Background: an optimization exercise with open tools, aiming at small area, a short achievable clock period and few clock cycles per item. Do not read the settings as production practice.
Where RTL was checked, it was by simulation tests only, not by an equivalence proof against the original.
The RTL of runs 1 to 4 was laid out without a check of its function.
Power and IR drop assume default switching activity.

`design/flow/run.sh`:
```
#!/bin/bash
# synth_recipe.tcl (not shown) runs the flow's synth.tcl, then flattens the netlist and writes it again
# the make line also repeats each setting of config.mk as NAME=value (left out here)
make -C /OpenROAD-flow-scripts/flow DESIGN_CONFIG=/design/flow/config.mk WORK_HOME=/design/flow/orfs CLKGATE_MAP_FILE= SYNTH_SCRIPT=/design/flow/synth_recipe.tcl finish
```
`design/flow/config.mk`:
```
export PLATFORM = sky130hd
export DESIGN_NAME = at_response_line_parser_unit
export DESIGN_NICKNAME = at_response_line_parser_unit
export VERILOG_FILES = /design/flow/design.v
export SDC_FILE = /design/flow/constraint.sdc
export NUM_CORES = 4
export LEC_CHECK = 0
export CAP_MARGIN = 20
export CORE_MARGIN = 2
export CORE_UTILIZATION = 40
export GPL_ROUTABILITY_DRIVEN = 1
export PLACE_DENSITY = 0.6
export SLEW_MARGIN = 20
```
`design/flow/constraint.sdc`:
```
create_clock -name core_clock -period 14.0 [get_ports {clk}]
set_input_delay 2.8000 -clock core_clock [delete_from_list [all_inputs] [get_ports {clk}]]
set_output_delay 2.8000 -clock core_clock [all_outputs]
set_load 0.01 [all_outputs]
```
`design/flow/design.v`:
```
module atrlp_core (
	input  logic       clk,
	input  logic       arst_n,
	input  logic       in_valid,
	input  logic [7:0] in_data,
	output logic       in_ready,
	input  logic       adv,
	output logic       emit,      
	output logic [1:0] r_kind,
	output logic [7:0] r_byte,
	output logic       r_ok,
	output logic       r_last
);
	logic        r0_v;
	logic [7:0]  r0_d;
	logic        fin;
	logic [12:0] st_q, st_d;
	atrlp_inbuf u_inbuf (
		.clk      (clk),
		.arst_n   (arst_n),
		.in_valid (in_valid),
		.in_data  (in_data),
		.in_ready (in_ready),
		.adv      (adv),
		.fin      (fin),
		.r0_v     (r0_v),
		.r0_d     (r0_d)
	);
	atrlp_parse u_parse (
		.r0_v   (r0_v),
		.c      (r0_d),
		.st_q   (st_q),
		.st_d   (st_d),
		.fin    (fin),
		.emit   (emit),
		.r_kind (r_kind),
		.r_byte (r_byte),
		.r_ok   (r_ok)
	);
	assign r_last = fin;
	atrlp_streg #(.W(13)) u_state (
		.clk    (clk),
		.arst_n (arst_n),
		.adv    (adv),
		.pre    (r0_v),
		.d      (st_d),
		.q      (st_q)
	);
endmodule
module atrlp_streg #(
	parameter int W = 1
) (
	input  logic         clk,
	input  logic         arst_n,
	input  logic         adv,
	input  logic         pre,
	input  logic [W-1:0] d,
	output logic [W-1:0] q
);
	always_ff @(posedge clk or negedge arst_n) begin
		if (!arst_n)
			q <= '0;
		else if (adv && pre)
			q <= d;
	end
endmodule
module atrlp_inbuf (
	input  logic       clk,
	input  logic       arst_n,
	input  logic       in_valid,
	input  logic [7:0] in_data,
	output logic       in_ready,
	input  logic       adv,
	input  logic       fin,
	output logic       r0_v,
	output logic [7:0] r0_d
);
	logic       r1_v;
	logic [7:0] r1_d;
	logic       free;
	assign in_ready = !r1_v;
	assign free     = !r0_v || (adv && fin);
	always_ff @(posedge clk or negedge arst_n) begin
		if (!arst_n) begin
			r0_v <= 1'b0;
			r1_v <= 1'b0;
		end else begin
			if (free) begin
				r0_v <= r1_v || in_valid;
				r1_v <= 1'b0;
			end else if (in_valid && !r1_v) begin
				r1_v <= 1'b1;
			end
		end
	end
	always_ff @(posedge clk) begin
		if (free)
			r0_d <= r1_v ? r1_d : in_data;
		if (!r1_v)
			r1_d <= in_data;
	end
endmodule
module atrlp_parse (
	input  logic        r0_v,
	input  logic [7:0]  c,
	input  logic [12:0] st_q,
	output logic [12:0] st_d,
	output logic        fin,
	output logic        emit,
	output logic [1:0]  r_kind,
	output logic [7:0]  r_byte,
	output logic        r_ok
);
	localparam logic [7:0] CH_TAB   = 8'h09;
	localparam logic [7:0] CH_LF    = 8'h0A;
	localparam logic [7:0] CH_CR    = 8'h0D;
	localparam logic [7:0] CH_SPACE = 8'h20;
	localparam logic [7:0] CH_QUOTE = 8'h22;
	localparam logic [7:0] CH_HASH  = 8'h23;
	localparam logic [7:0] CH_EQ    = 8'h3D;
	localparam logic [7:0] CH_UA    = 8'h41;
	localparam logic [7:0] CH_UR    = 8'h52;
	localparam logic [7:0] CH_UT    = 8'h54;
	localparam logic [7:0] CH_BS    = 8'h5C;
	localparam logic [7:0] CH_LA    = 8'h61;
	localparam logic [7:0] CH_LN    = 8'h6E;
	localparam logic [7:0] CH_LR    = 8'h72;
	localparam logic [7:0] CH_LT    = 8'h74;
	localparam logic [2:0] PH_START = 3'd0;  
	localparam logic [2:0] PH_ONE_U = 3'd1;  
	localparam logic [2:0] PH_ONE_L = 3'd2;  
	localparam logic [2:0] PH_AT    = 3'd3;  
	localparam logic [2:0] PH_REQ   = 3'd4;  
	localparam logic [2:0] PH_ANS   = 3'd5;  
	localparam logic [2:0] PH_SKIP  = 3'd6;  
	localparam logic [2:0] PH_BAD   = 3'd7;  
	localparam logic [2:0] FS_H0  = 3'd0;
	localparam logic [2:0] FS_H1  = 3'd1;
	localparam logic [2:0] FS_H2  = 3'd2;
	localparam logic [2:0] FS_P1  = 3'd3;
	localparam logic [2:0] FS_P1H = 3'd4;
	localparam logic [2:0] FS_P2H = 3'd5;
	localparam logic [2:0] FS_P3  = 3'd6;
	logic [2:0] ph_q, ph_d;
	logic       q_q, q_d;      
	logic [1:0] mp_q, mp_d;    
	logic       bs_q, bs_d;    
	logic [2:0] fs_q, fs_d;    
	logic       lcr_q, lcr_d;  
	logic       l2_q, l2_d;    
	logic       hcr_q, hcr_d;  
	assign {ph_q, q_q, mp_q, bs_q, fs_q, lcr_q, l2_q, hcr_q} = st_q;
	assign st_d = {ph_d, q_d, mp_d, bs_d, fs_d, lcr_d, l2_d, hcr_d};
	logic       eol, virt, c_cr, c_bs, c_blank;
	logic [7:0] x, e, d, up;
	logic       x_bs, x_blank_out, esc, seen;
	logic       fr_emit, dfin;
	logic [7:0] fr_byte;
	logic [2:0] fr_fs;
	assign eol     = (c == CH_LF);
	assign c_cr    = (c == CH_CR);
	assign c_bs    = (c == CH_BS);
	assign c_blank = (c == CH_SPACE || c == CH_TAB);
	assign virt    = hcr_q && !eol;           
	assign x       = virt ? CH_CR : c;
	assign x_bs    = !virt && c_bs;
	assign x_blank_out = !virt && c_blank && !q_q;
	assign seen    = (fs_q != FS_H0) || bs_q;  
	assign up = {x[7:6], x[5] & (q_q || !(x[7:5] == 3'b011 && x[4:0] >= 5'd1 && x[4:0] <= 5'd26)), x[4:0]};
	always_comb begin
		esc = 1'b1;
		case (x)
			CH_LR:    e = CH_CR;
			CH_LN:    e = CH_LF;
			CH_LT:    e = CH_TAB;
			CH_QUOTE: e = CH_QUOTE;
			CH_BS:    e = CH_BS;
			default: begin e = CH_BS; esc = 1'b0; end
		endcase
	end
	assign d = bs_q ? e : x;
	always_comb begin
		fr_emit = 1'b1;
		fr_byte = CH_CR;
		dfin    = 1'b0;
		fr_fs   = fs_q;
		case (fs_q)
			FS_H0: begin
				if (d == CH_CR) begin
					fr_emit = 1'b0;
					dfin    = 1'b1;
					fr_fs   = FS_H1;
				end else begin
					fr_fs = FS_P1;
				end
			end
			FS_H1:  fr_fs = FS_P1H;
			FS_P1: begin
				fr_byte = CH_LF;
				fr_fs   = FS_P3;
			end
			FS_P1H: begin
				fr_byte = CH_LF;
				if (d == CH_LF) begin
					dfin  = 1'b1;
					fr_fs = FS_H2;
				end else begin
					fr_fs = FS_P2H;
				end
			end
			FS_P2H: fr_fs = FS_P3;
			default: begin  
				fr_byte = d;
				dfin    = 1'b1;
				fr_fs   = FS_H2;
			end
		endcase
	end
	always_comb begin
		emit   = 1'b0;
		r_kind = 2'd0;
		r_byte = x;
		r_ok   = 1'b0;
		fin    = 1'b1;
		ph_d   = ph_q;
		q_d    = q_q;
		mp_d   = mp_q;
		bs_d   = bs_q;
		fs_d   = fs_q;
		lcr_d  = lcr_q;
		l2_d   = l2_q;
		hcr_d  = hcr_q;
		if (eol) begin
			if (ph_q == PH_START || ph_q == PH_SKIP) begin
			end else if (ph_q == PH_ANS && seen) begin
				r_kind = 2'd1;
				emit   = 1'b1;
				fin    = 1'b0;
				if (bs_q) begin
					emit   = fr_emit;
					r_byte = fr_byte;
					fs_d   = fr_fs;
					if (dfin)
						bs_d = 1'b0;
				end else if (fs_q == FS_H1) begin
					r_byte = CH_CR;
					fs_d   = FS_P1H;
				end else if (fs_q == FS_P1H) begin
					r_byte = CH_LF;
					fs_d   = FS_P2H;
				end else if (fs_q == FS_P2H) begin
					r_byte = CH_CR;
					fs_d   = FS_H2;
				end else if (fs_q == FS_P1) begin
					r_byte = CH_LF;
					fs_d   = FS_H2;
				end else if (!l2_q) begin
					r_byte = CH_CR;
					fs_d   = FS_P1;
				end else begin
					r_kind = 2'd2;
					r_byte = 8'h00;
					r_ok   = 1'b1;
					fin    = 1'b1;
				end
			end else begin
				emit   = 1'b1;
				r_kind = 2'd2;
				r_byte = 8'h00;
			end
		end else if (!hcr_q && c_cr) begin
			hcr_d = 1'b1;
		end else begin
			case (ph_q)
				PH_START: begin
					if (x == CH_HASH)
						ph_d = PH_SKIP;
					else if (x == CH_UA)
						ph_d = PH_ONE_U;
					else if (x == CH_LA)
						ph_d = PH_ONE_L;
					else
						ph_d = PH_BAD;
				end
				PH_ONE_U, PH_ONE_L: begin
					if ((ph_q == PH_ONE_U && x == CH_UT) || (ph_q == PH_ONE_L && x == CH_LT)) begin
						emit   = 1'b1;
						r_byte = CH_UA;
						fin    = 1'b0;
						ph_d   = PH_AT;
					end else begin
						ph_d = PH_BAD;
					end
				end
				PH_AT: begin
					emit   = 1'b1;
					r_byte = CH_UT;
					ph_d   = PH_REQ;
				end
				PH_REQ: begin
					if (mp_q == 2'd2 && x == CH_EQ) begin
						ph_d = PH_ANS;
					end else if (mp_q == 2'd1 && x == CH_LR) begin
						mp_d = 2'd2;
					end else if (mp_q == 2'd2) begin
						emit   = 1'b1;
						r_byte = CH_BS;
						fin    = 1'b0;
						mp_d   = 2'd3;
					end else if (mp_q != 2'd0) begin
						emit   = 1'b1;
						r_byte = (mp_q == 2'd1) ? CH_BS : (q_q ? CH_LR : CH_UR);
						mp_d   = x_bs ? 2'd1 : 2'd0;
						fin    = x_bs || x_blank_out;
					end else if (x_bs) begin
						mp_d = 2'd1;
					end else if (x_blank_out) begin
					end else begin
						emit   = 1'b1;
						r_byte = up;
						if (x == CH_QUOTE)
							q_d = !q_q;
					end
				end
				PH_ANS: begin
					r_kind = 2'd1;
					if (!bs_q && x_bs) begin
						bs_d = 1'b1;
					end else begin
						emit   = fr_emit;
						r_byte = fr_byte;
						fs_d   = fr_fs;
						fin    = dfin && !(bs_q && !esc);
						if (dfin)
							bs_d = 1'b0;
					end
				end
				default: ;  
			endcase
			if (virt && fin && !c_cr) begin
				hcr_d = 1'b0;
				if (ph_d == PH_REQ && (c_bs || (c_blank && !q_d))) begin
					if (c_bs)
						mp_d = 2'd1;
				end else if (ph_d == PH_ANS && c_bs) begin
					bs_d = 1'b1;
				end else begin
					fin = 1'b0;
				end
			end
		end
		if (emit && r_kind == 2'd1) begin
			lcr_d = (r_byte == CH_CR);
			l2_d  = lcr_q && (r_byte == CH_LF);
		end
		if (eol && fin) begin
			ph_d  = PH_START;
			q_d   = 1'b0;
			mp_d  = 2'd0;
			bs_d  = 1'b0;
			fs_d  = FS_H0;
			lcr_d = 1'b0;
			l2_d  = 1'b0;
			hcr_d = 1'b0;
		end
		emit = emit && r0_v;
	end
endmodule
module atrlp_outq (
	input  logic        clk,
	input  logic        arst_n,
	input  logic        emit,      
	input  logic [1:0]  r_kind,
	input  logic [7:0]  r_byte,
	input  logic        r_ok,
	input  logic        r_last,
	output logic        adv,       
	output logic        out_valid,
	input  logic        out_ready,
	output logic [1:0]  out_kind,
	output logic [7:0]  out_byte,
	output logic        out_line_ok,
	output logic [15:0] out_bad_line_count,
	output logic        out_last
);
	logic        valid_q;
	logic [1:0]  kind_q;
	logic [7:0]  byte_q;
	logic        ok_q;
	logic        last_q;
	logic        inc;
	logic [15:0] cnt_q, cnt_inc;
	assign adv = !valid_q || out_ready;
	assign out_valid          = valid_q;
	assign out_kind           = kind_q;
	assign out_byte           = byte_q;
	assign out_line_ok        = ok_q;
	assign out_last           = last_q;
	assign out_bad_line_count = cnt_q;
	always_ff @(posedge clk or negedge arst_n) begin
		if (!arst_n)
			valid_q <= 1'b0;
		else if (adv)
			valid_q <= emit;
	end
	always_ff @(posedge clk) begin
		if (adv && emit) begin
			kind_q <= r_kind;
			byte_q <= r_byte;
			ok_q   <= r_ok;
			last_q <= r_last;
		end
	end
	atrlp_cntinc u_inc (
		.emit    (emit),
		.r_kind  (r_kind),
		.r_ok    (r_ok),
		.cnt_q   (cnt_q),
		.inc     (inc),
		.cnt_inc (cnt_inc)
	);
	atrlp_streg #(.W(16)) u_cnt (
		.clk    (clk),
		.arst_n (arst_n),
		.adv    (adv),
		.pre    (inc),
		.d      (cnt_inc),
		.q      (cnt_q)
	);
endmodule
module atrlp_cntinc (
	input  logic        emit,
	input  logic [1:0]  r_kind,
	input  logic        r_ok,
	input  logic [15:0] cnt_q,
	output logic        inc,
	output logic [15:0] cnt_inc
);
	assign inc     = emit && r_kind == 2'd2 && !r_ok && cnt_q != 16'hFFFF;
	assign cnt_inc = cnt_q + 16'd1;
endmodule
module at_response_line_parser_unit (
	input  logic         clk,
	input  logic         arst_n,
	input  logic         in_valid,
	input  logic [7:0]   in_data,
	output logic         in_ready,
	output logic         out_valid,
	input  logic         out_ready,
	output logic [1:0]   out_kind,
	output logic [7:0]   out_byte,
	output logic         out_line_ok,
	output logic [15:0]  out_bad_line_count,
	output logic         out_last
);
	logic       adv;
	logic       emit;
	logic [1:0] r_kind;
	logic [7:0] r_byte;
	logic       r_ok;
	logic       r_last;
	atrlp_core u_core (
		.clk      (clk),
		.arst_n   (arst_n),
		.in_valid (in_valid),
		.in_data  (in_data),
		.in_ready (in_ready),
		.adv      (adv),
		.emit     (emit),
		.r_kind   (r_kind),
		.r_byte   (r_byte),
		.r_ok     (r_ok),
		.r_last   (r_last)
	);
	atrlp_outq u_outq (
		.clk                (clk),
		.arst_n             (arst_n),
		.emit               (emit),
		.r_kind             (r_kind),
		.r_byte             (r_byte),
		.r_ok               (r_ok),
		.r_last             (r_last),
		.adv                (adv),
		.out_valid          (out_valid),
		.out_ready          (out_ready),
		.out_kind           (out_kind),
		.out_byte           (out_byte),
		.out_line_ok        (out_line_ok),
		.out_bad_line_count (out_bad_line_count),
		.out_last           (out_last)
	);
endmodule
```
==> results of run 1 <==
## cell usage in the layout (no fill, tap or decap), types with 3 or more instances in the layout
cell,Yosys,layout
a21oi_1,27,27
o31ai_1,6,6
clkdlybuf4s50_1,0,41
o21ai_0,27,27
xnor2_1,13,13
nor2_1,39,38
a211oi_1,5,5
mux2_2,9,9
a221oi_1,4,4
dfrtp_1,32,32
o41ai_1,5,5
or3_2,3,3
clkbuf_8,0,9
and2_1,8,8
buf_4,0,4
nor3_1,15,15
nor4_1,9,9
o311ai_0,3,3
o21a_1,6,6
nor4b_1,3,3
a31oi_1,9,9
xor2_1,5,5
nand4_1,10,10
nor2b_1,9,9
nor4bb_1,3,3
dfxtp_1,8,8
a21o_1,3,3
o221ai_1,3,3
or3_1,6,6
edfxtp_1,20,20
nand2b_1,5,5
inv_1,16,16
nand3_1,23,23
or4_1,7,7
nand2_1,42,42
## area by class of cell
| cell class | count | area (sq um) |
|---|---|---|
| fillers | 970 | 5036 |
| multi-input cells | 367 | 2351 |
| flip-flops and latches | 60 | 1562 |
| repair buffers | 45 | 440.4 |
| well taps | 133 | 166.4 |
| clock buffers | 10 | 148.9 |
| clock inverters | 6 | 92.59 |
| inverters | 18 | 67.56 |
## power by group through the flow
stage          clock [mW]  sequential, mW  combinational, mW
6_report            0.193           0.357              0.489
4_1_cts             0.195           0.354              0.482
3_3_place_gp            0           0.356              0.478
5_1_grt             0.203           0.368              0.537
3_5_place_dp            0           0.358              0.479
2_1_floorplan           0           0.290              0.385
## layer usage
metal | vias up | GRT usage [%]
met4 | 0 | 11.81
met5 | - | 0
met3 | 39 | 3.896
li1 | 1860 | -
met2 | 196 | 35.44
met1 | 1910 | 32.10
## critical path: cells and delay by family
family,cells,cell delay (ns)
buffers and inverters,1,0.47
xor gates and xnor gates,1,0.14
and+or+nand+nor,6,1.89
## registers in the layout, indices dropped and copies added, names as in the netlist
| name | cells |
|---|---|
| u_core.u_inbuf.r0_d | 8 |
| u_core.u_inbuf.r0_v | 1 |
| u_core.u_inbuf.r1_d | 8 |
| u_core.u_inbuf.r1_v | 1 |
| u_core.u_state.q | 13 |
| u_outq.byte_q | 8 |
| u_outq.kind_q | 2 |
| u_outq.last_q | 1 |
| u_outq.ok_q | 1 |
| u_outq.u_cnt.q | 16 |
| u_outq.valid_q | 1 |
## per-stage QoR
step                setup WS (ns)  util [%]  hold WS [ns]
global route                8.677     48.95        0.4986
detailed placement          8.567     46.47        0.4590
floorplan                   9.648         -        0.4461
CTS                         8.944     48.92        0.4766
global placement            8.630     46.47        0.4528
finish                      8.944     48.95        0.4743
## cells by family after synthesis
kind of cell    Yosys count  synth area share (%)
mux                       9                 2.472
compound gates          130                 22.00
xor+xnor                 18                 3.845
simple gates            209                 28.65
flops                    60                 38.08
buf+inv                  49                 4.638
fa+ha+maj                 1                0.3051
## how the worst max path moves through the flow
stage | start | to | slack (ns) | cells after the start
2_1_floorplan | out_ready | u_outq.u_cnt.q[15]$_DFFE_PN0P_ | 9.65 | 8
3_3_place_gp | out_ready | u_outq.u_cnt.q[15]$_DFFE_PN0P_ | 8.63 | 8
4_1_cts | out_ready | u_outq.u_cnt.q[15]$_DFFE_PN0P_ | 8.94 | 8
6_report | out_ready | u_outq.u_cnt.q[15]$_DFFE_PN0P_ | 8.94 | 8
5_1_grt | out_ready | u_outq.u_cnt.q[15]$_DFFE_PN0P_ | 8.68 | 8
3_5_place_dp | out_ready | u_outq.u_cnt.q[15]$_DFFE_PN0P_ | 8.57 | 8
==> run notes, run 1 <==
Syn Nets between 400 and 500; post-route minimum period roughly 5.1 ns; Commonest cells post-synth nand2_1 (42), nor2_1 (39), dfrtp_1 (32), a21oi_1 (27), o21ai_0 (27); VDD IR max a little over 90 uV; die area between 0.01 and 0.015 sq mm; HPWL after DPL ~8.9 mm; Die Ht 105.2 microns; first-pass GRT wire length ~20 mm; startpoint of the worst register-to-register path u_core.u_inbuf.r0_d[5]$_DFFE_PP_; fmax about 0.20 GHz; Syn. warnings 5; crit end category register; Final Non-Filler Cells 639; outcome complete, no violations; register area share after synthesis around two fifths; P&R area growth vs syn 17.76%; Final ANT Viol Nets 0; Tot Pwr between 1 and 1.5 mW; number of synthesized flops with an enable pin 20; Pleak between 1.5 and 2 nW; Avg WL per Cell a little under 20 microns; area leader, netlist dfrtp_1; Comb power frac a little under half; Worst Tran Pin Value between 1 and 1.5 ns; Ant. Diodes 0; placed cells 623; Final Cycle Share between 30% and 40%; max cap viols 0; initial DRC count 370; CP Launch Type input port; WP data required approximately 14 ns; Syn Inst Count 476; Mapped Area around 0.004 sq mm; Initial Utilization approximately 42%; slew margin rel. just over 20%; layout cells sized above 1 under 10%; Max stage delay on crit path 0.79 ns; Cell Chain, Critical Path clkdlybuf4s50_1, nand2b_1, nand2_1, nor4bb_1, nand4_1, nor2_1, nand4_1, xnor2_1; CP Max Fanout 8; GRT Resource Usage Total around a quarter; Power Internal approximately 0.56 mW; hold_buf cts 0; largest net degree at the start of global routing 33; unrepaired setup endpoints after global routing false; Vias/cell roughly 6.3; Yosys reg bits 60; cell with the most instances after synthesis nand2_1; Pins Over Slew Limit 0; wire length on met1 roughly 5.6 mm; via count roughly 4,000; Top Layer Used met4; Setup Buffers After CTS 0; Critical R2R Capture u_core.u_inbuf.r0_d[4]$_DFFE_PP_; clock network fraction of total power about a fifth; worst endpoint data arrival time around 5.3 ns; GP Congestion between 0.9 and 1; power share of the sequential group 34.4%; PD cells between 200 and 250 mW/mm^2; DR pass1 iterations 5; number of global-route vias before repair around 3,900; Fin. Hold Viols 0; Worst Hold End u_core.u_inbuf.r1_d[1]$_DFF_P_; net switching power 0.4790 mW; initial antenna violation count 0; I/O pins between 40 and 50; minimum setup slack among reg-to-reg paths between 9 and 10 ns; CTS Buffer Depth 2; Routed met2 length ~5.7 mm; Post-CTS Resized 0; setup tns final 0 ns; met3 WL between 800 and 900 microns; final WL between 10 and 15 mm; CP max stage cell nor4bb_1; Post-Syn Area per Cell approximately 8.6 sq um; CTS root buffer clkbuf_8; # rows 36; DRC 0; final setup violating endpoints 0; Worst Hold Class reg -> reg; die extent in x 105.2 microns; dominant synthesized flop cell dfrtp_1; Num CTS Buffers 9; CTS tree built; global route total overflow 0; CP Class in -> reg; H-tree lvl count 3; Net Sw Frac between 40% and 50%; fin nets between 500 and 600; Async SR Flop Fraction a little over half; latest clock arrival within the worst-skew pair 0.36 ns; share of the synthesized area in the top cell type between 10% and 20%; cell repeated most along the worst path nand4_1; CTS sink count 60; Hold Startpoint u_core.u_inbuf.r1_d[1]$_DFF_P_; core area a little under 0.01 sq mm; synth unique cells 84; clock skew 0.01250 ns; placed cell areas about 0.0046 sq mm; clk slew on worst S/H paths about 0.08 ns; synth top area cells dfrtp_1 (20%), edfxtp_1 (15%), dfxtp_1 (3.9%), nand2_1 (3.8%), nor2_1 (3.6%); final instance area approximately 0.0048 sq mm; Hold Path Cell Cnt 1; I/O Buffers 41; reg2reg path depth 8
==> inputs of run 2 (changes only) <==
--- a/design/flow/config.mk
+++ b/design/flow/config.mk
@@ -11,3 +11,5 @@
 export GPL_ROUTABILITY_DRIVEN = 1
 export PLACE_DENSITY = 0.6
 export SLEW_MARGIN = 20
+export SYNTH_HIERARCHICAL = 1
+export SYNTH_MINIMUM_KEEP_SIZE = 0
==> run 2 against run 1 <==
  * Design area is 11% higher
  * Still clean on timing, DRC and antenna
  * Clock skew shrank 0.0083 ns
  * Sequential power decreased by 5.6%
  * Setup slack better by 0.71 ns
  * Non-clock buffer count decreased by 1
  * Wire length is 2.0% higher
  * Register-to-register slack improved by 0.42 ns
  * First-iteration DRC count rose by 7.0%
  * Utilization fell by 1.9 points
  * Combinational power is 14% lower
  * Total power shrank 5.4%
==> run notes, run 2 <==
outcome complete, no violations; Avg WL per Cell 19.16 microns (-2.9%); clock skew 0.004218 ns (-0.008282 ns); largest register by flop count u_outq.u_cnt.q; Syn Nets 520 (+6.3%); synth top area cells dfrtp_1 (17%), edfxtp_1 (13%), mux2_4 (9.1%), dfxtp_1 (3.5%), nor2_1 (3.2%); CTS root buffer clkbuf_16; dominant synthesized flop cell dfrtp_1; Num CTS Buffers 9 (unchanged); Worst Hold Class reg -> reg; Fin. Hold Viols 0 (unchanged); biggest regs u_outq.u_cnt.q x16, u_core.u_state.q x13; CTS sink count 60 (unchanged); Vias/cell 6.246 (-0.35%); placed cells 655 (+5.1%); HPWL after DPL 9.221 mm (+3.2%); first-pass GRT wire length 20.78 mm (+2.1%); Cell Chain, Critical Path inv_1, clkdlybuf4s50_1; largest net degree at the start of global routing 33 (unchanged); # rows 39 (+8.3%); GP Congestion 0.9540 (+0.38%); Initial Utilization 40.77% (-0.79 points); CTS Buffer Depth 2 (unchanged); die extent in x 111.7 microns (+6.1%); number of global-route vias before repair 3,905 (+0.72%); Worst Tran Pin Value 0.7718 ns (-0.4083 ns); final WL 12.85 mm (+2.0%); layout cells sized above 1 15.53% (+6.0 points); Syn. warnings 11 (+6); clk slew on worst S/H paths 0.05 ns (-0.03 ns); Max stage delay on crit path 0.66 ns (-0.13 ns); core area 0.01137 sq mm (+15%); synth unique cells 84 (unchanged); DR pass1 iterations 6 (+1); CP top delay family flip-flops; final setup violating endpoints 0 (unchanged); initial DRC count 396 (+7.0%); Setup Buffers After CTS 0 (unchanged); Yosys reg bits 60 (unchanged); WP data required 11.20 ns (-3.05 ns); H-tree lvl count 3 (unchanged); Commonest cells post-synth nor2_1 (39), nand2_1 (38), dfrtp_1 (32), a21oi_1 (28), mux2_4 (28); max reg flops 16 (unchanged); fmax 0.2299 GHz (+16%); cell with the most instances after synthesis nor2_1; worst hold slack 0.4672 ns (-0.007116 ns); Final ANT Viol Nets 0 (unchanged); CP Launch Type register; Pins Over Slew Limit 0 (unchanged); latest clock arrival within the worst-skew pair 0.32 ns (-0.04 ns); Tot Pwr 0.9838 mW (-5.4%); Ant. Diodes 0 (unchanged); number of synthesized flops with an enable pin 20 (unchanged); I/O Buffers 41 (unchanged); CP max stage cell dfrtp_1; Mapped Area 0.004636 sq mm (+13%); register area share after synthesis 33.68% (-4.4 points); Final Cycle Share 31.07% (-5.0 points); fin nets 536 (+4.3%); I/O pins 42 (unchanged); worst endpoint data arrival time 1.55 ns (-3.75 ns); Syn Inst Count 507 (+6.5%); GRT Resource Usage Total 20.62% (-2.8 points); PD cells 183.9 mW/mm^2 (-15%); Post-Syn Area per Cell 9.143 sq um (+6.1%); share of the synthesized area in the top cell type 17.27% (-2.3 points); VDD IR max 98.98 uV (+7.5%); Die Ht 111.7 microns (+6.1%); Final Non-Filler Cells 671 (+5.0%); CTS tree built; P&R area growth vs syn 15.41%; final instance area 0.005350 sq mm (+11%); hold_buf cts 0 (unchanged); Worst Path Buf+Inv 2 (+1); initial antenna violation count 0 (unchanged); Post-CTS Resized 0 (unchanged); most frequent cells in the layout clkdlybuf4s50_1 (41), nor2_1 (39), nand2_1 (38), dfrtp_1 (32); die area 0.01247 sq mm (+13%); CP Class reg -> out; CP Max Fanout 10 (+2); Async SR Flop Fraction 53.33% (unchanged); most common cell after layout, fill and taps aside clkdlybuf4s50_1; area leader, netlist dfrtp_1; Pleak 2.116 nW (+20%); global route total overflow 0 (unchanged); Worst path depth 2 (-6); crit end category output pin; max cap viols 0 (unchanged); via count 4,191 (+4.6%); setup tns final 0 ns (unchanged); unrepaired setup endpoints after global routing false; reg2reg path depth 9 (+1); DRC 0 (unchanged); Hold Path Cell Cnt 1 (unchanged); post-route minimum period 4.349 ns (-0.7064 ns); placed cell areas 0.005042 sq mm (+10%); slew margin rel. 47.87% (+27 points)
==> run 2: cell count changes after synthesis, moves of 5 or more <==
cell      previous run  this run
buf_4                0         5
nand3_1             23        17
or4_1                7         2
nand2b_1             5        11
nor2b_1              9        14
mux2_4               0        28
xor2_1               5        13
xnor2_1             13         6
==> run 2: cell type report <==
cell class              instances  area, sq um
fillers                      1125         6020
multi-input cells             394         2816
flip-flops and latches         60         1562
repair buffers                 44        432.9
clock buffers                  14        296.5
well taps                     143        178.9
inverters                      14        52.55
clock inverters                 2        11.26
==> run 2: layer usage <==
| metal | vias up | routed length (microns) | GRT usage, % |
|---|---|---|---|
| met5 | - | 0 | 0 |
| met4 | 0 | 355 | 7.572 |
| li1 | 1926 | - | - |
| met2 | 239 | 5871 | 32.20 |
| met1 | 1983 | 5637 | 28.32 |
| met3 | 43 | 989 | 4.246 |
==> run 2: logic make-up (layout without fill, tap and decap cells) <==
logic type | after synthesis | in the layout | share of synthesized area, %
AOI/OAI and AO/OA | 130 | 130 | 19.38
xor gates and xnor gates | 19 | 19 | 3.590
DFF | 60 | 60 | 33.68
adders and majority gates | 1 | 1 | 0.2699
muxes | 38 | 38 | 11.47
buffers and inverters | 53 | 74 | 5.560
and+or+nand+nor | 206 | 206 | 26.05
==> run 2: power breakdown <==
part / total, mW / switching (mW) / internal, mW
clock network: 0.224 / 0.0783 / 0.146
logic: 0.422 / 0.237 / 0.185
registers: 0.337 / 0.0995 / 0.238
total: 0.984 / 0.415 / 0.569
==> run 2: per-module statistics from Yosys (local to each module, per instance), a selection <==
module | times used | cells inside
atrlp_parse | 1 | 353
atrlp_inbuf | 1 | 32
atrlp_outq | 1 | 16
atrlp_cntinc | 1 | 44
==> run 2: final timing paths <==
check | start | end | slack, ns
min in group asynchronous | arst_n | u_core.u_state.q[4]$_DFFE_PN0P_ | 2.89
max in group asynchronous | arst_n | u_outq.u_cnt.q[1]$_DFFE_PN0P_ | 10.80
setup reg to reg | u_core.u_state.q[0]$_DFFE_PN0P_ | u_core.u_inbuf.r0_d[4]$_DFFE_PP_ | 9.99
setup / recovery | u_core.u_inbuf.r1_v$_DFFE_PN0P_ | in_ready | 9.65
hold / removal | u_core.u_inbuf.r1_d[1]$_DFF_P_ | u_core.u_inbuf.r1_d[1]$_DFF_P_ | 0.47
hold reg to reg | u_core.u_inbuf.r1_d[1]$_DFF_P_ | u_core.u_inbuf.r1_d[1]$_DFF_P_ | 0.47
==> run 2: stage by stage <==
step / setup WS [ns] / utilization, %
floorplan: 10.31 / -
global placement: 9.737 / 44.35
detailed placement: 9.697 / 44.35
CTS: 9.627 / 47.06
global route: 9.575 / 47.06
finish: 9.651 / 47.06
==> inputs of run 3 (changes only) <==
==> design/flow/flow/run.sh (new file) <==
#!/bin/bash
# The standard layout, with plain buffers on the ports instead of the resizer's pick.
set -euo pipefail
export BUFFER_PORTS_ARGS="-buffer_cell sky130_fd_sc_hd__buf_1"
bash standard.sh finish > standard_finish.log 2>&1
==> design/flow/standard.sh (new file) <==
#!/bin/bash
# synth_recipe.tcl (not shown) runs the flow's synth.tcl, then flattens the netlist and writes it again
# the make line also repeats each setting of config.mk as NAME=value (left out here)
make -C /OpenROAD-flow-scripts/flow DESIGN_CONFIG=/design/flow/config.mk WORK_HOME=/design/flow/orfs CLKGATE_MAP_FILE= SYNTH_SCRIPT=/design/flow/synth_recipe.tcl "${@:-finish}"
removed: design/flow/run.sh
==> run 3 against run 2 <==
  * Still clean
  * Wire length down 1.9%
  * Non-clock buffer count is 3 lower
  * Hold slack worse by 0.0027 ns
  * Critical path depth stayed put
  * Clock power shrank 13%
  * Global-route usage increased by 0.28 points
  * Sequential share of layout area rose by 1.9 points
  * Via count fell by 1.1%
  * Count of clock-buffer cells in the layout decreased by 4
  * Critical endpoint unchanged
  * Largest cell class unchanged
==> run notes, run 3 <==
max reg flops 16 (unchanged); worst endpoint data arrival time 1.21 ns (-0.34 ns); GRT Max-Usage Layer met2; largest net degree at the start of global routing 33 (unchanged); post-route minimum period 4.014 ns (-0.3355 ns); Mapped Area 0.004636 sq mm (unchanged); die area 0.01247 sq mm (unchanged); setup tns final 0 ns (unchanged); global route total overflow 0 (unchanged); HPWL after DPL 9.226 mm (about the same); final setup violating endpoints 0 (unchanged); fmax 0.2491 GHz (+8.4%); Num CTS Buffers 9 (unchanged); outcome complete, no violations; P&R area growth vs syn 8.394%; Vias/cell 6.205 (-0.65%); H-tree lvl count 3 (unchanged); layout cells sized above 1 15.43% (-0.10 points); met1 Usage GRT 28.83% (+0.50 points); number of global-route vias before repair 3,908 (+0.077%); synth top area cells dfrtp_1 (17%), edfxtp_1 (13%), mux2_4 (9.1%), dfxtp_1 (3.5%), nor2_1 (3.2%); slew margin rel. 33.32% (-15 points); initial antenna violation count 0 (unchanged); DRC 0 (unchanged); unrepaired setup endpoints after global routing false; PD cells 185.7 mW/mm^2 (+1.0%); synth unique cells 84 (unchanged); Syn. warnings 11 (unchanged); Worst Hold Class reg -> reg; final WL 12.61 mm (-1.9%); I/O pins 42 (unchanged); Avg WL per Cell 18.87 microns (-1.5%); Worst Tran Pin Value 1.000 ns (+0.2284 ns); Pins Over Slew Limit 0 (unchanged); Commonest cells post-synth nor2_1 (39), nand2_1 (38), dfrtp_1 (32), a21oi_1 (28), mux2_4 (28); I/O Buffers 41 (unchanged); global-route met3 utilization 5.770% (+1.5 points); WP data required 11.20 ns (about the same); Fin. Hold Viols 0 (unchanged); GRT Resource Usage Total 20.90% (+0.28 points); cell with the most instances after synthesis nor2_1; core area 0.01137 sq mm (unchanged); register area share after synthesis 33.68% (unchanged); Post-CTS Resized 0 (unchanged); fin nets 533 (-0.56%); area leader, netlist dfrtp_1; Final ANT Viol Nets 0 (unchanged); Yosys reg bits 60 (unchanged); VDD IR max 143.1 uV (+45%); DR pass1 iterations 5 (-1); dominant synthesized flop cell dfrtp_1; GP Congestion 0.9466 (-0.78%); CP Max Fanout 10 (unchanged); clock skew 0.007488 ns (+0.003271 ns); number of synthesized flops with an enable pin 20 (unchanged); first-pass GRT wire length 20.82 mm (+0.24%); Ant. Diodes 0 (unchanged); CTS tree built; Pleak 1.982 nW (-6.3%); grt met2 use 31.23% (-0.97 points); Syn Nets 520 (unchanged); biggest regs u_outq.u_cnt.q x16, u_core.u_state.q x13; CP Launch Type register; Die Ht 111.7 microns (unchanged); # rows 39 (unchanged); final core occ 44.20% (-2.9 points); worst setup margin 9.986 ns (+0.3355 ns); Setup WS pre-CTS 10.06 ns (+0.3618 ns); die extent in x 111.7 microns (unchanged); clk slew on worst S/H paths 0.05 ns (about the same); via count 4,145 (-1.1%); Setup Buffers After CTS 0 (unchanged); Final Cycle Share 28.67% (-2.4 points); max cap viols 0 (unchanged); CTS sink count 60 (unchanged); largest register by flop count u_outq.u_cnt.q; most frequent cells in the layout buf_1 (40), nor2_1 (39), nand2_1 (38), dfrtp_1 (32); share of the synthesized area in the top cell type 17.27% (unchanged); Initial Utilization 40.77% (unchanged); CTS Buffer Depth 2 (unchanged); Syn Inst Count 507 (unchanged); crit end category output pin; Async SR Flop Fraction 53.33% (unchanged); Post-Syn Area per Cell 9.143 sq um (unchanged); CP Class reg -> out; latest clock arrival within the worst-skew pair 0.34 ns (+0.02 ns); CTS root buffer clkbuf_16; initial DRC count 362 (-8.6%); most common cell after layout, fill and taps aside buf_1; hold_buf cts 0 (unchanged)
==> run 3: cell counts after synthesis <==
No cell type changed its count.
==> run 3: critical path, stage by stage, from the launching register on <==
cell,delay [ns]
dfrtp_1,0.66
inv_1,0.08
buf_1,0.14
==> run 3: worst paths after layout <==
path	startpoint	endpoint	slack, ns	depth (start not counted)
min in group asynchronous	arst_n	u_core.u_state.q[5]$_DFFE_PN0P_	2.54	1
worst min-delay path	u_core.u_inbuf.r1_d[2]$_DFF_P_	u_core.u_inbuf.r1_d[2]$_DFF_P_	0.46	1
worst max register to register	u_core.u_inbuf.r0_d[6]$_DFFE_PP_	u_outq.u_cnt.q[6]$_DFFE_PN0P_	10.16	11
worst min register to register	u_core.u_inbuf.r1_d[2]$_DFF_P_	u_core.u_inbuf.r1_d[2]$_DFF_P_	0.46	1
max in group asynchronous	arst_n	u_core.u_state.q[9]$_DFFE_PN0P_	10.96	1
worst max-delay path	u_core.u_inbuf.r1_v$_DFFE_PN0P_	in_ready	9.99	2
==> run 3: layout make-up <==
type	count	area, sq um
multi-input cells	394	2816
inverters	14	52.55
well taps	143	178.9
clock inverters	6	31.28
flip-flops and latches	60	1562
repair buffers	41	155.1
clock buffers	10	229.0
fillers	1114	6345
==> run 3: cell families after synthesis <==
logic type / after synthesis / share of synthesized area [%]
AO/OA/AOI/OAI: 130 / 19.38
XOR/XNOR: 19 / 3.590
AND/OR/NAND/NOR: 206 / 26.05
multiplexers: 38 / 11.47
flip-flops: 60 / 33.68
adder cells (fa/ha/maj): 1 / 0.2699
buffers and inverters: 53 / 5.560
==> run 3: per-module statistics from Yosys, one instance, submodules excluded, excerpt <==
| module | area (sq um) | flops+latches | times used | cells inside |
|---|---|---|---|---|
| atrlp_outq | 414.1 | 13 | 1 | 16 |
| atrlp_cntinc | 320.3 | 0 | 1 | 44 |
| atrlp_inbuf | 606.8 | 18 | 1 | 32 |
| atrlp_parse | 2132 | 0 | 1 | 353 |
==> run 3: power breakdown <==
group	leakage, nW	switching (mW)	internal [mW]
combinational	1.16	0.224	0.169
clock	0.136	0.0781	0.118
sequential	0.691	0.107	0.238
total	1.98	0.409	0.524
==> run 3: through the flow <==
stage                     power [mW]  area [sq um]  hold WS, ns  cells
after floorplan               0.6321          4636       0.4442    507
after global placement        0.7250          4765       0.4529    652
after detailed placement      0.7289          4765       0.4555    652
after CTS                     0.9271          5025       0.4671    668
after global routing          0.9953          5025       0.4740    668
final                         0.9334          5025       0.4645    668
==> run 3: metal layers <==
layer	vias to the layer above	wire length, microns
li1	1923	-
met1	1976	5576
met2	212	5698
met3	34	950
met4	0	381
met5	-	0
==> inputs of run 4 (changes only) <==
==> design/flow/flow/run.sh (replaced) <==
#!/bin/bash
# The standard layout, with plain buffers on the ports instead of the resizer's pick.
set -euo pipefail
export BUFFER_PORTS_ARGS="-buffer_cell sky130_fd_sc_hd__buf_2"
bash standard.sh finish > standard_finish.log 2>&1
--- a/design/flow/config.mk
+++ b/design/flow/config.mk
@@ -8,6 +8,9 @@
 export CAP_MARGIN = 20
 export CORE_MARGIN = 2
 export CORE_UTILIZATION = 40
+export CTS_BUF_LIST = sky130_fd_sc_hd__clkbuf_8
+export CTS_CLUSTER_DIAMETER = 200
+export CTS_CLUSTER_SIZE = 64
 export GPL_ROUTABILITY_DRIVEN = 1
 export PLACE_DENSITY = 0.6
 export SLEW_MARGIN = 20
==> run 4 against run 3 <==
  * Total power down 0.55%
  * Clock power shrank 5%
  * Area after synthesis stayed put
  * Design area grew 0.62%
  * Sequential share of layout area decreased by 0.19 points
  * First-iteration DRC count up 2.8%
  * Wire length is 1.3% higher
  * Flip-flop and latch count stayed put
  * Hold slack gained 0.0072 ns
  * Die area unchanged
  * Critical path type unchanged
==> run notes, run 4 <==
share of the synthesized area in the top cell type 17.27% (unchanged); Worst Tran Pin Value 0.7591 ns (-0.2411 ns); Mapped Area 0.004636 sq mm (unchanged); initial DRC count 372 (+2.8%); latest clock arrival within the worst-skew pair 0.35 ns (about the same); global route total overflow 0 (unchanged); Final ANT Viol Nets 0 (unchanged); via count 4,180 (+0.84%); worst endpoint data arrival time 1.24 ns (+0.03 ns); GRT Resource Usage Total 20.57% (-0.33 points); largest net degree at the start of global routing 33 (unchanged); first-pass GRT wire length 20.90 mm (+0.36%); DR pass1 iterations 5 (unchanged); Async SR Flop Fraction 53.33% (unchanged); final WL 12.78 mm (+1.3%); most common cell after layout, fill and taps aside buf_2; reg2reg path depth 11 (unchanged); H-tree lvl count 3 (unchanged); cell with the most instances after synthesis nor2_1; startpoint of the worst register-to-register path u_core.u_state.q[10]$_DFFE_PN0P_; Hold Startpoint u_core.u_inbuf.r1_d[1]$_DFF_P_; I/O Buffers 41 (unchanged); Worst Hold Class reg -> reg; final setup violating endpoints 0 (unchanged); CTS sink count 60 (unchanged); die area 0.01247 sq mm (unchanged); CP Launch Type register; Hold Path Cell Cnt 1 (unchanged); CTS Buffer Depth 2 (unchanged); Final Cycle Share 28.85% (+0.18 points); number of synthesized flops with an enable pin 20 (unchanged); CP Max Fanout 10 (unchanged); max reg flops 16 (unchanged); Critical R2R Capture u_outq.u_cnt.q[5]$_DFFE_PN0P_; crit end category output pin; register area share after synthesis 33.68% (unchanged); Vias/cell 6.257 (+0.84%); layout cells sized above 1 23.24% (+7.8 points); # rows 39 (unchanged); initial antenna violation count 0 (unchanged); Post-Syn Area per Cell 9.143 sq um (unchanged); fin nets 534 (+0.19%); Ant. Diodes 0 (unchanged); Syn Nets 520 (unchanged); dominant synthesized flop cell dfrtp_1; CTS tree built; number of global-route vias before repair 4,007 (+2.5%); DRC 0 (unchanged); post-route minimum period 4.039 ns (+0.02485 ns); Setup Buffers After CTS 0 (unchanged); biggest regs u_outq.u_cnt.q x16, u_core.u_state.q x13; CP Class reg -> out; synth unique cells 84 (unchanged); most frequent cells in the layout buf_2 (41), nor2_1 (39), nand2_1 (38), dfrtp_1 (32); P&R area growth vs syn 9.069%; Commonest cells post-synth nor2_1 (39), nand2_1 (38), dfrtp_1 (32), a21oi_1 (28), mux2_4 (28); Pleak 2.107 nW (+6.3%); largest register by flop count u_outq.u_cnt.q; clk slew on worst S/H paths 0.07 ns (+0.02 ns); core area 0.01137 sq mm (unchanged); minimum setup slack among reg-to-reg paths 10.14 ns (-0.02 ns); unrepaired setup endpoints after global routing false; Worst Hold End u_core.u_inbuf.r1_d[1]$_DFF_P_; Syn. warnings 11 (unchanged); HPWL after DPL 9.048 mm (-1.9%); fmax 0.2476 GHz (-0.62%); Syn Inst Count 507 (unchanged); die extent in x 111.7 microns (unchanged); Pins Over Slew Limit 0 (unchanged); area leader, netlist dfrtp_1; setup tns final 0 ns (unchanged); Num CTS Buffers 9 (unchanged); Die Ht 111.7 microns (unchanged); slew margin rel. 49.39% (+16 points); max cap viols 0 (unchanged); hold_buf cts 0 (unchanged); CTS root buffer clkbuf_8; synth top area cells dfrtp_1 (17%), edfxtp_1 (13%), mux2_4 (9.1%), dfxtp_1 (3.5%), nor2_1 (3.2%); Fin. Hold Viols 0 (unchanged); outcome complete, no violations; clock skew 0.01443 ns (+0.006943 ns); Avg WL per Cell 19.13 microns (+1.3%); I/O pins 42 (unchanged); WP data required 11.20 ns (about the same); VDD IR max 86.81 uV (-39%); PD cells 183.6 mW/mm^2 (-1.2%); GP Congestion 0.9621 (+1.6%); Initial Utilization 40.77% (unchanged); Post-CTS Resized 0 (unchanged); Yosys reg bits 60 (unchanged); Tot Pwr 0.9282 mW (-0.55%)
run 4: stage by stage:
step                      std cells  util, %  area (sq um)  worst slack [ns]  hold WS [ns]
after CTS                       668    44.47          5056             9.923        0.4735
final                           668    44.47          5056             9.961        0.4717
after global placement          653    42.41          4822             10.07        0.4532
after floorplan                 507        -          4636             10.31        0.4442
after global routing            668    44.47          5056             9.829        0.4871
after detailed placement        653    42.41          4822             10.04        0.4556
run 4: cells by family after synthesis:
kind of cell    after synthesis  share of synthesized area [%]
compound gates              130                          19.38
xor+xnor                     19                          3.590
fa+ha+maj                     1                         0.2699
buf+inv                      53                          5.560
flops                        60                          33.68
mux                          38                          11.47
simple gates                206                          26.05
run 4: where the power goes:
part	internal, mW	switching [mW]	leakage [nW]
combinational	0.172	0.229	1.30
sequential	0.237	0.103	0.691
clock	0.114	0.0732	0.119
run 4: per-layer routing:
metal	vias up	part of all wire (%)	track usage (%)
met3	28	8.7	3.756
li1	1918	-	-
met2	272	45	31.84
met5	-	0	0
met4	0	2.3	6.914
met1	1962	44	29.07
run 4: worst max-delay path by stage:
stage,start,end,slack (ns),depth (start not counted)
after floorplan,out_ready,u_outq.u_cnt.q[10]$_DFFE_PN0P_,10.31,4
after global placement,out_ready,u_outq.u_cnt.q[1]$_DFFE_PN0P_,10.07,4
after detailed placement,out_ready,u_outq.u_cnt.q[13]$_DFFE_PN0P_,10.04,4
after CTS,u_core.u_inbuf.r1_v$_DFFE_PN0P_,in_ready,9.92,2
after global routing,u_core.u_inbuf.r0_d[4]$_DFFE_PP_,u_outq.u_cnt.q[7]$_DFFE_PN0P_,9.83,11
final,u_core.u_inbuf.r1_v$_DFFE_PN0P_,in_ready,9.96,2
run 4: final cells by class:
type	count	area, sq um
inverters	14	52.55
fillers	1088	6314
multi-input cells	394	2816
clock buffers	12	165.2
well taps	143	178.9
flip-flops and latches	60	1562
repair buffers	42	212.7
clock inverters	3	68.82
run 4: per-module statistics from Yosys (local to each module, per instance), a selection:
| module | cells inside | times used | cell area, sq um | flops+latches |
|---|---|---|---|---|
| atrlp_parse | 353 | 1 | 2132 | 0 |
| atrlp_inbuf | 32 | 1 | 606.8 | 18 |
| atrlp_outq | 16 | 1 | 414.1 | 13 |
| atrlp_cntinc | 44 | 1 | 320.3 | 0 |
run 4: worst max-delay path, stage by stage, from the launching register on:
cell and delay (ns):
dfrtp_1 0.67, inv_1 0.07, buf_2 0.15
==> inputs of run 5 (changes only) <==
--- a/design/flow/design.v
+++ b/design/flow/design.v
@@ -9,7 +9,8 @@
 	output logic [1:0] r_kind,
 	output logic [7:0] r_byte,
 	output logic       r_ok,
-	output logic       r_last
+	output logic       r_last,
+	output logic       rej        
 );
 	logic        r0_v;
 	logic [7:0]  r0_d;
@@ -35,7 +36,8 @@
 		.emit   (emit),
 		.r_kind (r_kind),
 		.r_byte (r_byte),
-		.r_ok   (r_ok)
+		.r_ok   (r_ok),
+		.rej    (rej)
 	);
 	assign r_last = fin;
 	atrlp_streg #(.W(13)) u_state (
@@ -77,19 +79,23 @@
 );
 	logic       r1_v;
 	logic [7:0] r1_d;
+	logic       rdy_q;     
 	logic       free;
-	assign in_ready = !r1_v;
+	assign in_ready = rdy_q;
 	assign free     = !r0_v || (adv && fin);
 	always_ff @(posedge clk or negedge arst_n) begin
 		if (!arst_n) begin
-			r0_v <= 1'b0;
-			r1_v <= 1'b0;
+			r0_v  <= 1'b0;
+			r1_v  <= 1'b0;
+			rdy_q <= 1'b1;
 		end else begin
 			if (free) begin
-				r0_v <= r1_v || in_valid;
-				r1_v <= 1'b0;
+				r0_v  <= r1_v || in_valid;
+				r1_v  <= 1'b0;
+				rdy_q <= 1'b1;
 			end else if (in_valid && !r1_v) begin
-				r1_v <= 1'b1;
+				r1_v  <= 1'b1;
+				rdy_q <= 1'b0;
 			end
 		end
 	end
@@ -109,7 +115,8 @@
 	output logic        emit,
 	output logic [1:0]  r_kind,
 	output logic [7:0]  r_byte,
-	output logic        r_ok
+	output logic        r_ok,
+	output logic        rej
 );
 	localparam logic [7:0] CH_TAB   = 8'h09;
 	localparam logic [7:0] CH_LF    = 8'h0A;
@@ -166,6 +173,7 @@
 	assign x_bs    = !virt && c_bs;
 	assign x_blank_out = !virt && c_blank && !q_q;
 	assign seen    = (fs_q != FS_H0) || bs_q;  
+	assign rej = r0_v && eol && !(ph_q == PH_START || ph_q == PH_SKIP || (ph_q == PH_ANS && seen));
 	assign up = {x[7:6], x[5] & (q_q || !(x[7:5] == 3'b011 && x[4:0] >= 5'd1 && x[4:0] <= 5'd26)), x[4:0]};
 	always_comb begin
 		esc = 1'b1;
@@ -374,6 +382,7 @@
 	input  logic [7:0]  r_byte,
 	input  logic        r_ok,
 	input  logic        r_last,
+	input  logic        rej,       
 	output logic        adv,       
 	output logic        out_valid,
 	input  logic        out_ready,
@@ -412,9 +421,7 @@
 		end
 	end
 	atrlp_cntinc u_inc (
-		.emit    (emit),
-		.r_kind  (r_kind),
-		.r_ok    (r_ok),
+		.rej     (rej),
 		.cnt_q   (cnt_q),
 		.inc     (inc),
 		.cnt_inc (cnt_inc)
@@ -429,15 +436,14 @@
 	);
 endmodule
 module atrlp_cntinc (
-	input  logic        emit,
-	input  logic [1:0]  r_kind,
-	input  logic        r_ok,
+	input  logic        rej,
 	input  logic [15:0] cnt_q,
 	output logic        inc,
 	output logic [15:0] cnt_inc
 );
-	assign inc     = emit && r_kind == 2'd2 && !r_ok && cnt_q != 16'hFFFF;
-	assign cnt_inc = cnt_q + 16'd1;
+	logic carry;
+	assign {carry, cnt_inc} = {1'b0, cnt_q} + 17'd1;
+	assign inc = rej && !carry;
 endmodule
 module at_response_line_parser_unit (
 	input  logic         clk,
@@ -459,6 +465,7 @@
 	logic [7:0] r_byte;
 	logic       r_ok;
 	logic       r_last;
+	logic       rej;
 	atrlp_core u_core (
 		.clk      (clk),
 		.arst_n   (arst_n),
@@ -470,7 +477,8 @@
 		.r_kind   (r_kind),
 		.r_byte   (r_byte),
 		.r_ok     (r_ok),
-		.r_last   (r_last)
+		.r_last   (r_last),
+		.rej      (rej)
 	);
 	atrlp_outq u_outq (
 		.clk                (clk),
@@ -480,6 +488,7 @@
 		.r_byte             (r_byte),
 		.r_ok               (r_ok),
 		.r_last             (r_last),
+		.rej                (rej),
 		.adv                (adv),
 		.out_valid          (out_valid),
 		.out_ready          (out_ready),
==> design/flow/flow/run.sh (replaced) <==
#!/bin/bash
# The standard layout, with plain buffers on the ports instead of the resizer's pick.
set -euo pipefail
export BUFFER_PORTS_ARGS="-buffer_cell sky130_fd_sc_hd__buf_1"
bash standard.sh finish > standard_finish.log 2>&1
--- a/design/flow/config.mk
+++ b/design/flow/config.mk
@@ -8,9 +8,6 @@
 export CAP_MARGIN = 20
 export CORE_MARGIN = 2
 export CORE_UTILIZATION = 40
-export CTS_BUF_LIST = sky130_fd_sc_hd__clkbuf_8
-export CTS_CLUSTER_DIAMETER = 200
-export CTS_CLUSTER_SIZE = 64
 export GPL_ROUTABILITY_DRIVEN = 1
 export PLACE_DENSITY = 0.6
 export SLEW_MARGIN = 20
==> run 5 against run 4 <==
  * Still clean on timing, DRC and antenna
  * Combinational power grew 16%
  * Global-route usage is 1.4 points higher
  * Hold slack worse by 0.0027 ns
  * Register-to-register slack better by 0.22 ns
  * Utilization rose by 0.41 points
  * Synthesized cell count increased by 2.2%
  * Via count up 1.7%
  * Die area rose by 1.2%
  * Clock power is 18% higher
  * Critical endpoint is now out_bad_line_count[2]
==> run notes, run 5 <==
Vias/cell 6.249 (-0.14%); clock network fraction of total power 20.7% (+0.5 points); largest register by flop count u_outq.u_cnt.q; CP Class reg -> out; core area 0.01142 sq mm (+0.43%); net switching power 0.4696 mW (+16%); Adder-Cell Fraction of Synth Area 0.2666% (-0.0033 points); Num CTS Buffers 9 (unchanged); Worst Hold Class reg -> reg; Power Internal 0.5931 mW (+13%); Final ANT Viol Nets 0 (unchanged); DRC 0 (unchanged); XOR/XNOR Fraction of Synth Area 2.986% (-0.60 points); CTS root buffer clkbuf_16; Fin. Hold Viols 0 (unchanged); I/O pins 42 (unchanged); Critical R2R Capture u_outq.byte_q[4]$_DFFE_PP_; CP top delay family flip-flops; dominant synthesized flop cell dfrtp_1; Max stage delay on crit path 0.51 ns (-0.16 ns); synth unique cells 82 (-2.4%); unrepaired setup endpoints after global routing false; Worst Hold End u_core.u_inbuf.r1_d[7]$_DFF_P_; register area share after synthesis 33.83% (+0.15 points); minimum setup slack among reg-to-reg paths 10.36 ns (+0.22 ns); Worst Tran Pin Value 0.8446 ns (+0.08543 ns); Commonest cells post-synth nor2_1 (52), nand2_1 (43), a21oi_1 (32), dfrtp_1 (32), mux2_4 (28); CP max stage cell dfrtp_1; largest net degree at the start of global routing 34 (+3.0%); Hold Startpoint u_core.u_inbuf.r1_d[7]$_DFF_P_; Post-Syn Area per Cell 9.060 sq um (-0.91%); initial DRC count 458 (+23%); die extent in x 112.3 microns (+0.60%); global-route met3 utilization 4.698% (+0.94 points); number of global-route vias before repair 4,037 (+0.75%); post-synthesis compound-gate area fraction 19.38% (about the same); crit end category output pin; Post-CTS Resized 0 (unchanged); post-synthesis simple-gate area fraction 26.74% (+0.69 points); P&R area growth vs syn 9.198%; most frequent cells in the layout nor2_1 (52), nand2_1 (43), buf_1 (40), a21oi_1 (32), dfrtp_1 (32); via count 4,249 (+1.7%); met1 Usage GRT 30.32% (+1.2 points); GRT Max-Usage Layer met2; CP Launch Type register; CTS sink count 61 (+1.7%); fin nets 546 (+2.2%); PD cells 207.3 mW/mm^2 (+13%); Pleak 1.994 nW (-5.4%); crit path from u_outq.u_cnt.q[2]$_DFFE_PN0P_; die area 0.01262 sq mm (+1.2%); Ant. Diodes 0 (unchanged); GRT Resource Usage Total 21.93% (+1.4 points); final WL 13.28 mm (+3.9%); reg2reg path depth 8 (-3); HPWL after DPL 9.734 mm (+7.6%); area leader, netlist dfrtp_1; WP data required 11.20 ns (about the same); Initial Utilization 41.10% (+0.33 points); Hold Path Cell Cnt 1 (unchanged); largest family of logic cells by synthesized area simple AND/OR/NAND/NOR gates; outcome complete, no violations; # rows 39 (unchanged); GP Congestion 0.9949 (+3.4%); Async SR Flop Fraction 54.10% (+0.77 points); Syn Nets 531 (+2.1%); final setup violating endpoints 0 (unchanged); mux cell area share after synthesis 11.12% (-0.35 points); CTS Buffer Depth 2 (unchanged); final core occ 44.88% (+0.41 points); layout cells sized above 1 14.15% (-9.1 points); setup tns final 0 ns (unchanged); CP Max Fanout 7 (-3); max cap viols 0 (unchanged); worst endpoint data arrival time 1.04 ns (-0.20 ns); most common cell after layout, fill and taps aside nor2_1; Avg WL per Cell 19.53 microns (+2.1%); initial antenna violation count 0 (unchanged); slew margin rel. 43.70% (-5.7 points); Worst Path Buf+Inv 1 (-1); Mapped Area 0.004693 sq mm (+1.2%); CTS tree built; Final Cycle Share 27.45% (-1.4 points); clock skew 0.01025 ns (-0.004180 ns); Die Ht 112.3 microns (+0.60%); clk slew on worst S/H paths 0.05 ns (-0.02 ns); Comb power frac 43.9% (+0.7 points); Syn. warnings 11 (unchanged); synth top area cells dfrtp_1 (17%), edfxtp_1 (13%), mux2_4 (9.0%), nor2_1 (4.2%), nand2_1 (3.4%); Setup Buffers After CTS 0 (unchanged); Yosys reg bits 61 (+1.7%); Syn Inst Count 518 (+2.2%); grt met2 use 33.45% (+1.6 points); Setup WS pre-CTS 10.05 ns (+0.01840 ns); fmax 0.2602 GHz (+5.1%); startpoint of the worst register-to-register path u_core.u_inbuf.r0_d[3]$_DFFE_PP_; share of the synthesized area in the top cell type 17.06% (-0.21 points); latest clock arrival within the worst-skew pair 0.34 ns (about the same); global route total overflow 0 (unchanged); number of synthesized flops with an enable pin 20 (unchanged); cell with the most instances after synthesis nor2_1; power share of the sequential group 35.4% (-1.2 points); H-tree lvl count 3 (unchanged); max reg flops 16 (unchanged); hold_buf cts 0 (unchanged); I/O Buffers 41 (unchanged); worst setup margin 10.16 ns (+0.1951 ns); biggest regs u_outq.u_cnt.q x16, u_core.u_state.q x13; Net Sw Frac 44.19% (+0.62 points); first-pass GRT wire length 21.85 mm (+4.5%); post-route minimum period 3.844 ns (-0.1951 ns); Pins Over Slew Limit 0 (unchanged); Cell Chain, Critical Path buf_1; VDD IR max 90.35 uV (+4.1%); DR pass1 iterations 5 (unchanged)
-- run 5: cell count changes after synthesis, sizes merged, moves of 4 or more --
| cell | change |
|---|---|
| a21oi | +4 |
| and2 | -6 |
| nand2 | +5 |
| nand3 | +4 |
| nor2 | +13 |
| nor2b | -5 |
| o21ai | -10 |
| o32ai | +4 |
| or4 | -4 |
-- run 5: cell families after synthesis --
family / count (synthesis)
and+or+nand+nor: 221
buffers and inverters: 54
DFF: 61
muxes: 37
adders and majority gates: 1
xor gates and xnor gates: 16
AOI/OAI and AO/OA: 128
-- run 5: power by group through the flow --
stage / Clock [mW] / Combinational (mW) / Sequential [mW]
6_report: 0.220 / 0.467 / 0.376
5_1_grt: 0.234 / 0.512 / 0.388
4_1_cts: 0.226 / 0.463 / 0.373
3_5_place_dp: 0 / 0.460 / 0.376
3_3_place_gp: 0 / 0.458 / 0.375
2_1_floorplan: 0 / 0.426 / 0.296
-- run 5: worst max path at each step --
stage	to	slack, ns	depth (start not counted)
floorplan	u_outq.u_cnt.q[10]$_DFFE_PN0P_	10.31	4
global placement	u_outq.u_cnt.q[0]$_DFFE_PN0P_	10.07	4
detailed placement	u_outq.u_cnt.q[1]$_DFFE_PN0P_	10.05	4
CTS	out_bad_line_count[2]	10.14	1
global route	u_outq.byte_q[0]$_DFFE_PP_	10.05	8
finish	out_bad_line_count[2]	10.16	1
-- run 5: through the flow --
step                total power [mW]  cells  cell area, sq um  hold WS, ns
global placement              0.8333    665              4828       0.4519
CTS                            1.062    680              5125       0.4727
detailed placement            0.8367    665              4828       0.4564
finish                         1.063    680              5125       0.4691
global route                   1.134    680              5125       0.4798
floorplan                     0.7221    518              4693       0.4442
-- run 5: per-layer routing --
layer	vias up	wire length, microns
met5	-	0
li1	1963	-
met1	2075	5918
met4	0	395
met3	31	961
met2	180	6001
-- run 5: modules after synthesis (local to each module, per instance), a selection --
module | cells inside | cell area (sq um) | copies in the design | flops+latches
atrlp_cntinc | 44 | 324.1 | 1 | 0
atrlp_parse | 362 | 2150 | 1 | 0
atrlp_outq | 16 | 414.1 | 1 | 13
atrlp_inbuf | 34 | 643.1 | 1 | 19
-- run 5: area by class of cell --
cell class	count	area, sq um
sequential	61	1588
clock inverter	2	13.76
clock buffer	13	282.8
fill	1147	6294
timing repair buffer	42	162.7
inverter	16	60.06
tap	143	178.9
multi-input combinational	403	2839
Testbench counts of run 5, summed over its fixed seeds: cycles 71,637, bytes 57,729.
==> inputs of run 6 (changes only) <==
==> design/flow/flow/run.sh (replaced) <==
#!/bin/bash
# The standard layout with two changes:
#  - synthesis maps logic with an area-oriented ABC script (flow/area.abc) instead of
#    ORFS's speed script; everything else in the synthesis (synth_recipe.tcl) is unchanged;
#  - the ports get plain sky130_fd_sc_hd__buf_1 buffers.
set -euo pipefail
work=$PWD
cat > "$work/my_synth.tcl" <<EOT
proc abc {args} {
  set i [lsearch \$args -script]
  if {\$i >= 0} { lset args [expr {\$i + 1}] $work/flow/area.abc }
  yosys abc {*}\$args
}
source $work/synth_recipe.tcl
EOT
sed "s#SYNTH_SCRIPT=[^ ]*#SYNTH_SCRIPT=$work/my_synth.tcl#" standard.sh > my_standard.sh
export BUFFER_PORTS_ARGS="-buffer_cell sky130_fd_sc_hd__buf_1"
bash my_standard.sh finish > flow_finish.log 2>&1
==> design/flow/flow/area.abc (new file) <==
strash
dch
map -a
topo
stime -c
buffer -c
upsize -c
dnsize -c
==> run 6 against run 5 <==
  * Still clean
  * Sequential power down 11%
  * Clock power down 31%
  * Final cell count up 8.4%
  * Critical path type is now reg -> reg
  * Largest cell class unchanged
==> run notes, run 6 <==
final setup violating endpoints 0 (unchanged); CTS tree built; Syn. warnings 11 (unchanged); final core occ 44.54% (-0.34 points); CP Class reg -> reg; Syn Nets 565 (+6.4%); placed cells 721 (+8.4%); CTS root buffer clkbuf_8; Critical Path End u_outq.byte_q[3]$_DFFE_PP_; dominant synthesized flop cell dfrtp_1; Setup WS pre-CTS 9.450 ns (-0.6035 ns); VDD IR max 95.23 uV (+5.4%); Yosys reg bits 61 (unchanged); largest register by flop count u_outq.u_cnt.q; worst hold slack 0.4500 ns (-0.01903 ns); number of global-route vias before repair 3,727 (-7.7%); Ant. Diodes 0 (unchanged); CTS Buffer Depth 2 (unchanged); core area 0.01070 sq mm (-6.3%); Syn Inst Count 552 (+6.6%); Mapped Area 0.004333 sq mm (-7.7%); unrepaired setup endpoints after global routing false; fmax 0.2154 GHz (-17%); most frequent cells in the layout nor2_1 (88), inv_1 (82), nand2_1 (70), buf_1 (40), dfrtp_1 (32); area leader, netlist dfrtp_1; number of synthesized flops with an enable pin 20 (unchanged); reg2reg path depth 23 (+15); Num CTS Buffers 9 (unchanged); GRT Max-Usage Layer met2; worst setup margin 9.357 ns (-0.7998 ns); Async SR Flop Fraction 54.10% (unchanged); post-route minimum period 4.643 ns (+0.7998 ns); outcome complete, no violations; HPWL after DPL 9.410 mm (-3.3%); hold_buf cts 0 (unchanged); global-route met3 utilization 3.858% (-0.84 points); GP Congestion 0.9439 (-5.1%); Vias/cell 5.353 (-14%); initial antenna violation count 0 (unchanged); setup tns final 0 ns (unchanged); # rows 38 (-2.6%); WP data required 13.97 ns (+2.77 ns); PD cells 236.3 mW/mm^2 (+14%); via count 3,945 (-7.2%); CP Launch Type register; Post-CTS Resized 0 (unchanged); fin nets 605 (+11%); GRT Resource Usage Total 21.46% (-0.47 points); Worst Hold Class reg -> reg; DRC 0 (unchanged); max reg flops 16 (unchanged); worst endpoint data arrival time 4.61 ns (+3.57 ns); layout cells sized above 1 13.74% (-0.42 points); Setup Buffers After CTS 0 (unchanged); met1 Usage GRT 30.07% (-0.25 points); grt met2 use 33.69% (+0.24 points); I/O pins 42 (unchanged); Post-Syn Area per Cell 7.849 sq um (-13%); most common cell after layout, fill and taps aside nor2_1; first-pass GRT wire length 19.42 mm (-11%); Avg WL per Cell 16.26 microns (-17%); die extent in x 108.1 microns (-3.8%); DR pass1 iterations 6 (+1); H-tree lvl count 3 (unchanged); largest net degree at the start of global routing 34 (unchanged); P&R area growth vs syn 9.962%; synth top area cells dfrtp_1 (18%), edfxtp_1 (14%), nor2_1 (7.6%), inv_1 (7.1%), mux2_4 (6.9%); global route total overflow 0 (unchanged); slew margin rel. 30.67% (-13 points); Critical R2R Capture u_outq.byte_q[3]$_DFFE_PP_; Die Ht 108.1 microns (-3.8%)
## run 6: changes by cell type after synthesis, sizes merged, moves of 8 or more
| cell | delta |
|---|---|
| a21oi | -10 |
| mux2 | -8 |
| nor2 | +46 |
| nor2b | -9 |
| nand2b | -13 |
| o21ai | +15 |
| nand2 | +27 |
| inv | +79 |
| clkbuf | -19 |
## run 6: stage by stage
step           cell area, sq um  total power, mW
2_1_floorplan              4333           0.8136
3_3_place_gp               4574           0.9723
3_5_place_dp               4578           0.9682
4_1_cts                    4765            1.125
5_1_grt                    4765            1.222
6_report                   4765            1.126
## run 6: how the worst min path moves through the flow
stage	from	endpoint	slack, ns	cells past startpoint
floorplan	u_core.u_inbuf.r1_d[4]$_DFF_P_	u_core.u_inbuf.r1_d[4]$_DFF_P_	0.41	2
global route	u_core.u_inbuf.r1_d[4]$_DFF_P_	u_core.u_inbuf.r1_d[4]$_DFF_P_	0.48	2
finish	u_core.u_inbuf.r1_d[4]$_DFF_P_	u_core.u_inbuf.r1_d[4]$_DFF_P_	0.45	2
global placement	u_core.u_inbuf.r1_d[4]$_DFF_P_	u_core.u_inbuf.r1_d[4]$_DFF_P_	0.43	2
CTS	u_core.u_inbuf.r1_d[4]$_DFF_P_	u_core.u_inbuf.r1_d[4]$_DFF_P_	0.45	2
detailed placement	u_core.u_inbuf.r1_d[4]$_DFF_P_	u_core.u_inbuf.r1_d[4]$_DFF_P_	0.44	2
## run 6: report_power, final
part	internal (mW)	switching [mW]
clock	0.0796	0.0719
combinational	0.214	0.425
sequential	0.277	0.0587
## run 6: cell families after synthesis
logic type,Yosys count,share of synthesized area [%]
AOI/OAI and AO/OA,100,15.02
xor gates and xnor gates,14,2.830
adders and majority gates,1,0.2887
buffers and inverters,109,10.71
DFF,61,36.64
muxes,29,9.270
and+or+nand+nor,238,25.24
## run 6: per-module statistics from Yosys (local to each module, per instance), a selection
| module | times used | cell area (sq um) | cells inside | flip-flops and latches |
|---|---|---|---|---|
| atrlp_parse | 1 | 1818 | 368 | 0 |
| atrlp_cntinc | 1 | 321.6 | 52 | 0 |
| atrlp_outq | 1 | 405.4 | 18 | 13 |
| atrlp_inbuf | 1 | 625.6 | 52 | 19 |
## run 6: cell type report
cell class	instances	area (sq um)
inverters	96	367.9
clock inverters	3	16.27
clock buffers	13	170.2
multi-input cells	382	2285
repair buffers	42	162.7
fillers	1129	5933
well taps	140	175.2
flip-flops and latches	61	1588
## run 6: worst max-delay path, cell delays in order (launching register included)
cell and delay [ns]:
edfxtp_1 0.44, nor2_2 0.14, nand2_1 0.07, inv_2 0.08, nand3_2 0.29, inv_4 0.26
nor2_4 0.10, nor2_1 0.42, nor3_1 0.13, nand3_1 0.21, nand2_1 0.14, o21ai_2 0.20
o21ai_1 0.11, o2111ai_1 0.14, clkinv_1 0.12, nand4_1 0.12, nor2_2 0.06, o211ai_1 0.17
a31oi_1 0.07, o21ai_1 0.17, nand2_1 0.10, nor2_1 0.10, inv_1 0.06, a21oi_2 0.57
## run 6: metal layers
metal  vias to the layer above  wire length [microns]
li1                       1949                      -
met1                      1856                   5684
met2                       116                   5445
met3                        24                    571
met4                         0                    282
met5                         -                      0

Re-timed with assumed drivers on the ports (clkbuf_16 on the clock, buf_2 on other inputs), run 6 has 9.357 ns of setup slack against 9.357 ns with ideal ports, and 9.357 ns once port delays also move by the mid clock arrival of 0.373 ns.
